Background: an optimization exercise with open tools, aiming at small area and a short achievable clock period. Do not read the settings as production practice. RTL that was checked went through simulation tests only; none was proved equivalent to the original.

run A:
// fir3_top
module fir3_top #(
  parameter int W  = 32,
  parameter int XW = 16
) (
  input  logic          CLK,
  input  logic          rst,
  input  logic [XW-1:0] h0,
  input  logic [XW-1:0] h1,
  input  logic [XW-1:0] h2,
  input  logic [XW-1:0] x,
  output logic [W-1:0]  y
);
  logic [16:0] d0_q, d1_q, d2_q;
  logic [16:0] xr;
  logic [7:0]  xc;
  logic [31:0] y_q, y_d;
  logic hn0_1;
  logic hn0_3;
  logic hn0_5;
  logic hn0_7;
  logic hn0_9;
  logic hn0_11;
  logic hn0_13;
  logic hn0_15;
  logic hn0_17;
  logic hn0_19;
  logic hn0_21;
  logic hn0_23;
  logic hn0_25;
  logic hn0_27;
  logic hn0_29;
  logic hn0_31;
  logic na33;
  logic nb34;
  logic p1n37;
  logic twn38;
  logic m1n39;
  logic onep0_0, two0_0, onem0_0;
  logic pp46;
  logic pp48;
  logic pp50;
  logic pp52;
  logic pp54;
  logic pp56;
  logic pp58;
  logic pp60;
  logic pp62;
  logic pp64;
  logic pp66;
  logic pp68;
  logic pp70;
  logic pp72;
  logic pp74;
  logic pp76;
  logic pp78;
  logic ppn79;
  logic na82;
  logic nb83;
  logic p1n86;
  logic twn87;
  logic m1n88;
  logic onep0_1, two0_1, onem0_1;
  logic pp95;
  logic pp97;
  logic pp99;
  logic pp101;
  logic pp103;
  logic pp105;
  logic pp107;
  logic pp109;
  logic pp111;
  logic pp113;
  logic pp115;
  logic pp117;
  logic pp119;
  logic pp121;
  logic pp123;
  logic pp125;
  logic pp127;
  logic ppn128;
  ...
clock: 10.0 ns
lec_check: 0
abc_area: 1
cap_margin: 20
core_margin: 2
core_utilization: 30
place_density: 0.45
slew_margin: 20
standard.sh (not shown) runs the stock make flow with config.mk's settings and CLKGATE_MAP_FILE= SYNTH_SCRIPT=/design/flow/synth_recipe.tcl, a recipe that flattens the netlist after the stock synthesis.
==> flow/flow/run.sh <==
#!/bin/bash
set -euo pipefail
here=$(pwd)
F=$here/flow
sed "s#^hierarchy -check -top \$::env(DESIGN_NAME)\$#&\ntechmap -map $F/leafmap.v#" \
  "$FLOW_HOME/scripts/synth.tcl" > "$here/synth_leaf.tcl"
grep -q "^techmap -map $F/leafmap.v" "$here/synth_leaf.tcl"
sed "s#source \$::env(SCRIPTS_DIR)/synth.tcl#source $here/synth_leaf.tcl#" \
  "$here/synth_recipe.tcl" > "$here/synth_own.tcl"
grep -q "source $here/synth_leaf.tcl" "$here/synth_own.tcl"
bash standard.sh \
  SYNTH_SCRIPT="$here/synth_own.tcl" \
  DONT_BUFFER_PORTS=1 \
  PRE_GLOBAL_PLACE_TCL="$F/ports.tcl" \
  finish > "$here/standard_finish.log" 2>&1
Other scripts of this flow, unchanged in this note and not shown: flow/flow/leafmap.v, flow/flow/ports.tcl
Inputs modified between run A and run B:
- CORE_UTILIZATION changed from 30 to 35
- PLACE_DENSITY changed from 0.45 to 0.5
### Flow results
Summary of run B over run A: final-report setup violation count has remained practically unchanged; detailed-placement wirelength estimate has decreased; die span in x has decreased; total routed wirelength has decreased. The core of run B is more densely filled than that of run A. The worst setup slack after placement on run A is in line with that on run B. Run B does worse than run A on via count. Status: number of failing hold endpoints at the final stage parity (run A, run B).


Another version of the RTL of fir3_top (not shown whole).
For scale: ~80 flip-flops, roughly 98 I/O pins.
Settings: LEC_CHECK=0, ABC_AREA=1, CAP_MARGIN=20, CORE_MARGIN=2, CORE_UTILIZATION=40, SLEW_MARGIN=20; clock period 10.0 ns.
==> flow/flow/leafmap.v <==
// Maps the design's leaf modules one-to-one onto library cells.
module fir3_fa (input a, b, c, output s, co);
  sky130_fd_sc_hd__fa_2 _TECHMAP_REPLACE_ (.A(a), .B(b), .CIN(c), .SUM(s), .COUT(co));
endmodule

module fir3_ha (input a, b, output s, co);
  sky130_fd_sc_hd__ha_1 _TECHMAP_REPLACE_ (.A(a), .B(b), .SUM(s), .COUT(co));
endmodule

module fir3_sel (input one, two, hi, hm, output mn);
  sky130_fd_sc_hd__a22oi_1 _TECHMAP_REPLACE_ (.A1(one), .A2(hi), .B1(two), .B2(hm), .Y(mn));
endmodule

module fir3_xnor2 (input a, b, output y);
  sky130_fd_sc_hd__xnor2_1 _TECHMAP_REPLACE_ (.A(a), .B(b), .Y(y));
endmodule

module fir3_xor2 (input a, b, output y);
  sky130_fd_sc_hd__xor2_1 _TECHMAP_REPLACE_ (.A(a), .B(b), .X(y));
endmodule

module fir3_nand2 (input a, b, output y);
  sky130_fd_sc_hd__nand2_1 _TECHMAP_REPLACE_ (.A(a), .B(b), .Y(y));
endmodule

module fir3_nor2 (input a, b, output y);
  sky130_fd_sc_hd__nor2_1 _TECHMAP_REPLACE_ (.A(a), .B(b), .Y(y));
endmodule

module fir3_inv (input a, output y);
  sky130_fd_sc_hd__inv_1 _TECHMAP_REPLACE_ (.A(a), .Y(y));
endmodule

module fir3_a21oi (input a1, a2, b1, output y);
  sky130_fd_sc_hd__a21oi_1 _TECHMAP_REPLACE_ (.A1(a1), .A2(a2), .B1(b1), .Y(y));
endmodule

module fir3_o21ai (input a1, a2, b1, output y);
  sky130_fd_sc_hd__o21ai_1 _TECHMAP_REPLACE_ (.A1(a1), .A2(a2), .B1(b1), .Y(y));
endmodule
==> flow/flow/ports.tcl <==
# Sourced before global placement (PRE_GLOBAL_PLACE_TCL, with DONT_BUFFER_PORTS=1).
# Buffers every input and output port (the clock port excepted, as buffer_ports
# does) at the same point of the flow as the standard port buffering, right after
# remove_buffers, but with small buffers on the outputs and stronger ones on the
# inputs.
proc my_buffer_ports {} {
  buffer_ports -inputs -buffer_cell sky130_fd_sc_hd__buf_4
  buffer_ports -outputs -buffer_cell sky130_fd_sc_hd__buf_1
}
if { $::env(GPL_TIMING_DRIVEN) } {
  rename remove_buffers my_orig_remove_buffers
  proc remove_buffers {args} {
    my_orig_remove_buffers {*}$args
    my_buffer_ports
  }
} else {
  my_buffer_ports
}
Scripts as last shown in full above: flow/flow/run.sh
The first run ran to the end with no violations.
Rerun with:
--- a/flow/flow/leafmap.v
+++ b/flow/flow/leafmap.v
@@ -2,3 +2,3 @@
 module fir3_fa (input a, b, c, output s, co);
-  sky130_fd_sc_hd__fa_2 _TECHMAP_REPLACE_ (.A(a), .B(b), .CIN(c), .SUM(s), .COUT(co));
+  sky130_fd_sc_hd__fa_1 _TECHMAP_REPLACE_ (.A(a), .B(b), .CIN(c), .SUM(s), .COUT(co));
 endmodule
=> Cell area fell by 4.6%; count of clock-buffer cells in the layout stays the same; fmax fell by 0.81%; global-route usage rose by 0.66 points; sequential share of layout area rose by 0.45 points; non-clock buffer count rose by 1.
No run of this note included a check of the RTL's function; only the layout flow was run.


## rev 12
fir3_top, a different RTL version from the one above (not shown whole).
Size: about 1600 cells after synthesis, about 98 I/O pins, about 17000 sq um of cells after synthesis.
==> flow/design.v (excerpt) <==
module fir3_top #(
  parameter int W  = 32,
  parameter int XW = 16
) (
  input  logic          CLK,
  input  logic          rst,
  input  logic [XW-1:0] h0,
  input  logic [XW-1:0] h1,
  input  logic [XW-1:0] h2,
  input  logic [XW-1:0] x,
  output logic [W-1:0]  y
);
==> flow/config.mk <==
export PLATFORM = sky130hd
export DESIGN_NAME = fir3_top
export DESIGN_NICKNAME = fir3_top
export VERILOG_FILES = /design/flow/design.v
export SDC_FILE = /design/flow/constraint.sdc
export NUM_CORES = 4
export LEC_CHECK = 0
export ABC_AREA = 1
export CAP_MARGIN = 20
export CORE_MARGIN = 2
export CORE_UTILIZATION = 40
export SLEW_MARGIN = 20
==> flow/constraint.sdc <==
create_clock -name core_clock -period 10.0 [get_ports {CLK}]
set_input_delay 2.0000 -clock core_clock [delete_from_list [all_inputs] [get_ports {CLK}]]
set_output_delay 2.0000 -clock core_clock [all_outputs]
set_load 0.01 [all_outputs]
Scripts as last shown in full above: flow/flow/run.sh
Other scripts of this flow, unchanged in this note and not shown: flow/flow/leafmap.v, flow/flow/ports.tcl
What rev 13 does differently from rev 12 at the input level:
- CELL_PAD_IN_SITES_GLOBAL_PLACEMENT: unset -> 1
- CELL_PAD_IN_SITES_DETAIL_PLACEMENT: unset -> 1
--- outcome ---
Going from rev 12 to rev 13, core utilization flat; non-filler instance count after layout flat. Comparing rev 13 against rev 12, there is no change at all in cell row count. Rev 13 vs. rev 12: count of flip-flops and latches held, largest clock skew in the final design went up 0.0095 ns. Between rev 13 and rev 12, the difference in fraction of area in multi-input gates is negligible. Well tap count: rev 12 vs rev 13 — no meaningful difference. Between rev 13 and rev 12, the difference in clock latency on the worst-skew pair is negligible. Side by side, maximum clock frequency turned out higher in rev 13 than in rev 12.
Function was not checked in any run of this note: the RTL went through the layout flow alone.


Another version of the RTL of fir3_top (not shown whole).
Size in the first run: roughly 1900 cells after synthesis, roughly 80 flip-flops, ~19000 µm² of cells after synthesis.
export LEC_CHECK = 0
export ABC_AREA = 1
export CAP_MARGIN = 20
export CORE_MARGIN = 2
export CORE_UTILIZATION = 40
export SETUP_SLACK_MARGIN = 1.5
export SLEW_MARGIN = 20
create_clock -name core_clock -period 10.0 [get_ports {CLK}]
run.sh (not shown) runs the stock make flow with config.mk's settings and CLKGATE_MAP_FILE= SYNTH_SCRIPT=/design/flow/synth_recipe.tcl, a recipe that flattens the netlist after the stock synthesis.
Stock flow here: none of the scripts above is used.
Change:
Settings changed: SETUP_SLACK_MARGIN 1.5 to 3.
What happened: The new run produced a clean layout. Sequential share of layout area came out lower by 0.61 points. Fmax came out higher by 9.7%. Die area is unchanged. Worst hold slack is about the same. Clock-buffer cell count stays the same. Worst setup slack is better by 0.74 ns. Via count came out higher by 3.0%. Critical path depth came out lower by 3. Cell area came out higher by 7.1%.


fir3_top again, from the RTL that the note above started with.
Design fir3_top, start of the top module:
module fir3_top #(
  parameter int W  = 32,
  parameter int XW = 16
) (
  input  logic          CLK,
  input  logic          rst,
  input  logic [XW-1:0] h0,
  input  logic [XW-1:0] h1,
  input  logic [XW-1:0] h2,
  input  logic [XW-1:0] x,
  output logic [W-1:0]  y
);
  logic [15:0] d0_q, d1_q, d2_q;
  logic [31:0] y_q, y_d;
  logic one0_0, two0_0, neg0_0;
  logic pp0_0_0;
  logic pp0_0_1;
  logic pp0_0_2;
  logic pp0_0_3;
  logic pp0_0_4;
  logic pp0_0_5;
  logic pp0_0_6;
  logic pp0_0_7;
  logic pp0_0_8;
  logic pp0_0_9;
  logic pp0_0_10;
  logic pp0_0_11;
  logic pp0_0_12;
  logic pp0_0_13;
  logic pp0_0_14;
  logic pp0_0_15;
  logic pp0_0_16;
  logic one0_1, two0_1, neg0_1;
  logic pp0_1_0;
  logic pp0_1_1;
  logic pp0_1_2;
  logic pp0_1_3;
  logic pp0_1_4;
  logic pp0_1_5;
  logic pp0_1_6;
  logic pp0_1_7;
  logic pp0_1_8;
  logic pp0_1_9;
  logic pp0_1_10;
  logic pp0_1_11;
  logic pp0_1_12;
  logic pp0_1_13;
  logic pp0_1_14;
  logic pp0_1_15;
  logic pp0_1_16;
  logic one0_2, two0_2, neg0_2;
  logic pp0_2_0;
  logic pp0_2_1;
  logic pp0_2_2;
  logic pp0_2_3;
  logic pp0_2_4;
  logic pp0_2_5;
  logic pp0_2_6;
  logic pp0_2_7;
  logic pp0_2_8;
  logic pp0_2_9;
  logic pp0_2_10;
  logic pp0_2_11;
  logic pp0_2_12;
  logic pp0_2_13;
  logic pp0_2_14;
  logic pp0_2_15;
  logic pp0_2_16;
  logic one0_3, two0_3, neg0_3;
  logic pp0_3_0;
  logic pp0_3_1;
  logic pp0_3_2;
  logic pp0_3_3;
  logic pp0_3_4;
  logic pp0_3_5;
  logic pp0_3_6;
  logic pp0_3_7;
  logic pp0_3_8;
  logic pp0_3_9;
  logic pp0_3_10;
  logic pp0_3_11;
  logic pp0_3_12;
  logic pp0_3_13;
  logic pp0_3_14;
  logic pp0_3_15;
  logic pp0_3_16;
  logic one0_4, two0_4, neg0_4;
  logic pp0_4_0;
  logic pp0_4_1;
  logic pp0_4_2;
  logic pp0_4_3;
  logic pp0_4_4;
  logic pp0_4_5;
  logic pp0_4_6;
  logic pp0_4_7;
  logic pp0_4_8;
  logic pp0_4_9;
  logic pp0_4_10;
  logic pp0_4_11;
  logic pp0_4_12;
  logic pp0_4_13;
  logic pp0_4_14;
  logic pp0_4_15;
  logic pp0_4_16;
  ...
==> flow/config.mk <==
export PLATFORM = sky130hd
export DESIGN_NAME = fir3_top
export DESIGN_NICKNAME = fir3_top
export VERILOG_FILES = /design/flow/design.v
export SDC_FILE = /design/flow/constraint.sdc
export NUM_CORES = 4
export LEC_CHECK = 0
export ABC_AREA = 1
export CAP_MARGIN = 20
export CORE_MARGIN = 2
export CORE_UTILIZATION = 40
export SLEW_MARGIN = 20
==> flow/constraint.sdc <==
create_clock -name core_clock -period 10.0 [get_ports {CLK}]
set_input_delay 2.0000 -clock core_clock [delete_from_list [all_inputs] [get_ports {CLK}]]
set_output_delay 2.0000 -clock core_clock [all_outputs]
set_load 0.01 [all_outputs]
standard.sh (not shown) runs the stock make flow with config.mk's settings and CLKGATE_MAP_FILE= SYNTH_SCRIPT=/design/flow/synth_recipe.tcl, a recipe that flattens the netlist after the stock synthesis.
==> flow/flow/run.sh <==
#!/bin/bash
# Standard ORFS layout, except that the ports are buffered by flow/ports.tcl
# (small buffers on the outputs, stronger ones on the inputs) instead of by
# the default buffer_ports call.
set -euo pipefail
here=$(pwd)
bash standard.sh \
  DONT_BUFFER_PORTS=1 \
  PRE_GLOBAL_PLACE_TCL="$here/flow/ports.tcl" \
  finish > "$here/standard_finish.log" 2>&1
==> flow/flow/ports.tcl <==
# Buffer every input and output port (the clock port excepted, as buffer_ports does).
buffer_ports -inputs -buffer_cell sky130_fd_sc_hd__buf_2
buffer_ports -outputs -buffer_cell sky130_fd_sc_hd__buf_1
Change:
==> flow/run.sh (new file) <==
#!/bin/bash
# synth_recipe.tcl (not shown) runs the flow's synth.tcl, then flattens the netlist and writes it again
# the make line also repeats each setting of config.mk as NAME=value (left out here)
make -C /OpenROAD-flow-scripts/flow DESIGN_CONFIG=/design/flow/config.mk WORK_HOME=/design/flow/orfs CLKGATE_MAP_FILE= SYNTH_SCRIPT=/design/flow/synth_recipe.tcl finish
- CORE_UTILIZATION: 40 -> 65
- PLACE_DENSITY: unset -> 0.75
removed: flow/flow/run.sh
removed: flow/flow/ports.tcl
removed: flow/standard.sh
The new run produced a clean layout.
First-iteration DRC count rises by 29%.
Wire length falls by 2.5%.
Utilization rises by 29 points.
Final cell count falls by 5.2%.
Design area rises by about 3.6%.
Synthesized cell count stays the same.
Clock skew rises by 0.0045 ns.

what the ideal ports hide:
The flow's constraints put no driver on any port. The routed layouts listed below were extracted and timed again, unchanged, in two steps.
Step 1 (the two cells are an assumption about what drives the block):
set clk [get_ports {CLK}]
set_driving_cell -lib_cell sky130_fd_sc_hd__clkbuf_16 $clk
set_driving_cell -lib_cell sky130_fd_sc_hd__buf_2 [delete_from_list [all_inputs] $clk]
Step 2 times the ports against the registers' clock, not the clock port: input delays grow and output delays shrink by t, the midpoint of the rising clock arrivals with the driver on.
a / b / c = no drivers / after step 1 / after step 2; a / b = the first two.
run | shift t [ns] | setup slack, ns | max-slew violations | capacitance violations | cell pins on the clock port's net
run A | 0.460 | 2.392 / 2.396 / 1.936 | 0 / 0 | 0 / 0 | 1
run B | 0.459 | 2.591 / 2.611 / 2.152 | 0 / 0 | 0 / 0 | 1
the first run of note 2 | 0.447 | 2.778 / 2.797 / 2.351 | 0 / 0 | 0 / 0 | 1
the second run of note 2 | 0.443 | 2.719 / 2.747 / 2.304 | 0 / 0 | 0 / 0 | 1
rev 12 | 0.449 | 2.356 / 2.384 / 1.936 | 0 / 0 | 0 / 0 | 1
rev 13 | 0.459 | 2.470 / 2.499 / 2.041 | 0 / 0 | 0 / 0 | 1
the first run of note 4 | 0.453 | 1.675 / 1.692 / 1.239 | 0 / 0 | 0 / 0 | 1
the second run of note 4 | 0.456 | 2.410 / 2.417 / 1.961 | 0 / 0 | 0 / 0 | 1
the first run of note 5 | 0.452 | 1.724 / 1.739 / 1.287 | 0 / 81 | 0 / 1 | 1
the second run of note 5 | 0.457 | 1.276 / 1.312 / 0.855 | 0 / 0 | 0 / 0 | 1
After both steps setup and hold are still met in every run listed. With drivers on, slew violations rise in the first run of note 5. The drivers bring new capacitance violations in the first run of note 5. The setup slack of run A, which loses most, moves by +0.004 ns with the drivers and by -0.456 ns with both steps.
